What follows belongs to an exercise in optimizing a design on an open flow for small area, a short achievable clock period and few clock cycles per item; a production flow would make more cautious choices.
Function was checked by simulation only, so behaviour that the tests miss may differ from the original.
Power figures rest on the tool's default switching activity, not on a simulated workload.

==> run F: inputs <==
// wbcc_top
module wbcc_top (
    input  wire        clk,
    input  wire        rst_n,
    input  wire        start,
    output wire        busy,
    input  wire [2:0]  item_kind,
    input  wire [31:0] item_block_id,
    input  wire [3:0]  item_slot,
    input  wire        item_wb_fail,
    input  wire        item_rd_fail,
    output wire        res_valid,
    output wire [1:0]  res_command,
    output wire [3:0]  res_slot,
    output wire [31:0] res_block,
    output wire        res_failed,
    output wire        res_hit,
    output wire        res_last,
    input  wire        cfg_valid,
    output wire        cfg_ready,
    input  wire [4:0]  cfg_data
);
Settings: LEC_CHECK=0, CAP_MARGIN=20, CORE_MARGIN=2, CORE_UTILIZATION=40, SLEW_MARGIN=20; clock period 6.5 ns.
run.sh (not shown) runs the stock make flow with config.mk's settings and CLKGATE_MAP_FILE= SYNTH_SCRIPT=/design/flow/synth_recipe.tcl, a recipe that flattens the netlist after the stock synthesis.
==> inputs of run Y, as changes to run F <==
--- a/flow/config.mk
+++ b/flow/config.mk
@@ -9,3 +9,4 @@
 export CORE_MARGIN = 2
 export CORE_UTILIZATION = 40
+export SETUP_SLACK_MARGIN = 2.0
 export SLEW_MARGIN = 20
==> comparison table <==
| quantity | run F | run Y |
|---|---|---|
| Run status | timing/DRC/antenna clean | timing/DRC/antenna clean |
| Utilization after layout | 46.0% | 47.1% |
| Fillers | 10.1k | 10.0k |
| Switching power share of the total | 43.2% | 42.6% |
| Layout overhead on the synthesized area | 14.2% | 16.9% |
| Capture point of the worst reg-to-reg path | u_core.q_vic[0][3] | u_core.q_vic[1][3] |
| Worst-path clk slew | 0.05 ns | 0.06 ns |
| Drt initial violations | 4906 | 5164 |
| Count of placed standard cells including taps | 5327 | 5321 |
| Overall routing resource usage | 27.8% | 28.0% |
| Share of total power in the clock network | 20.0% | 18.9% |
| Shortest period the worst path allows | 5.53 ns | 4.56 ns |
| Worst Hold Margin | 0.413 ns | 0.410 ns |
| Clock tree cell share of total cell area | 5.74% | 5.94% |
| Number of iterations in the first detailed-routing pass | 10 | 6 |
| Power dissipated by switching net loads | 11.1 mW | 11.9 mW |
| Post-Layout Cell Count | 5495 | 5544 |
| Pwr/cell area | 505 mW/mm^2 | 540 mW/mm^2 |
| Worst path max stage delay | 0.60 ns | 0.61 ns |
| Critical path start-end classification | in2reg | reg2reg |
| Met3 routed WL | 15.2 mm | 16.2 mm |
| CP Launch Type | input port | register |
| Multi-input logic area | 0.0202 sq mm | 0.0210 sq mm |
| Combinational share of power | 50.1% | 53.8% |
Testbench counts of run F, summed over its fixed seeds: cycles 7,484, items 5,120.
Testbench counts of run Y, summed over its fixed seeds: cycles 7,484, items 5,120.


==> run E: inputs <==
wbcc_top, a different RTL version from the one above (not shown whole).
clock: 6.5 ns
lec_check: 0
cap_margin: 20
core_margin: 2
core_utilization: 50
cts_buf_list: sky130_fd_sc_hd__clkbuf_16
cts_cluster_diameter: 90
cts_cluster_size: 22
setup_slack_margin: 2.8
slew_margin: 20
==> run G: changes against run E <==
- CORE_UTILIZATION: 50 -> 58
- SETUP_SLACK_MARGIN: 2.8 -> 2.5
==> run X: changes against run E <==
- CORE_UTILIZATION: 50 -> 45
- SETUP_SLACK_MARGIN: 2.8 -> 3.5
==> metrics.md <==
| Metric | Value |
|---|---|
| Status | complete, no violations |
| Worst EP required | 7.09 ns |
| Worst Clk Skew | 0.06464 ns |
| Comb pwr | 11.0 mW |
| Post-CTS Setup Bufs | 282 |
| Final setup margin | 2.382 ns |
That was run X.
==> metrics.md <==
| Metric | Value |
|---|---|
| Row cnt | 110 |
| Final setup margin | 2.346 ns |
| Post-CTS Setup Bufs | 72 |
| Status | complete, no violations |
| Drt initial violations | 7120 |
| Worst EP required | 7.09 ns |
| Worst Clk Skew | 0.04584 ns |
That was run E.
==> metrics.md <==
| Metric | Value |
|---|---|
| Status | complete, no violations |
| Metal-1 WL | 66020 um |
| Placed instance area | 0.04792 sq mm |
| Setup Total Neg Slack | 0 ns |
| Worst EP required | 7.05 ns |
| Final setup margin | 2.214 ns |
| Post-CTS Setup Bufs | 44 |
| Worst Clk Skew | 0.07341 ns |
| Critical Path Source | item_block_id[8] |
That was run G.
Testbench counts of run E, summed over its fixed seeds: cycles 7,484, items 5,120.
Testbench counts of run G, summed over its fixed seeds: cycles 7,484, items 5,120.
Testbench counts of run X, summed over its fixed seeds: cycles 7,484, items 5,120.

## port drivers added, routing unchanged
Ports are ideal in the flow. The routed layouts listed here were re-timed in OpenROAD. Step 1, drivers: a clkbuf_16 drives clk and a buf_2 each remaining input, both assumed. Step 2 also shifts input and output timing later by t, the mid clock arrival at the registers, as if the neighbouring blocks saw the same clock. Slacks: ideal ports / drivers / drivers and shift; pairs: ideal ports / drivers.
run | shift t [ns] | setup WS [ns] | clock arrival spread, ns | worst register clock-pin slew, ns
run F | 0.745 | 0.969 / 0.987 / 0.271 | 0.055 / 0.054 | 0.07 / 0.07
run Y | 0.742 | 1.939 / 1.939 / 1.415 | 0.072 / 0.073 | 0.07 / 0.07
run E | 0.736 | 2.346 / 2.376 / 1.640 | 0.046 / 0.047 | 0.10 / 0.10
run G | 0.719 | 2.214 / 2.253 / 1.534 | 0.083 / 0.084 | 0.10 / 0.10
run X | 0.757 | 2.382 / 2.406 / 1.649 | 0.068 / 0.068 | 0.11 / 0.11
After both steps every run listed still meets setup and hold. For run X, which loses most, drivers alone change the setup slack by +0.024 ns; drivers and shift together by -0.733 ns.
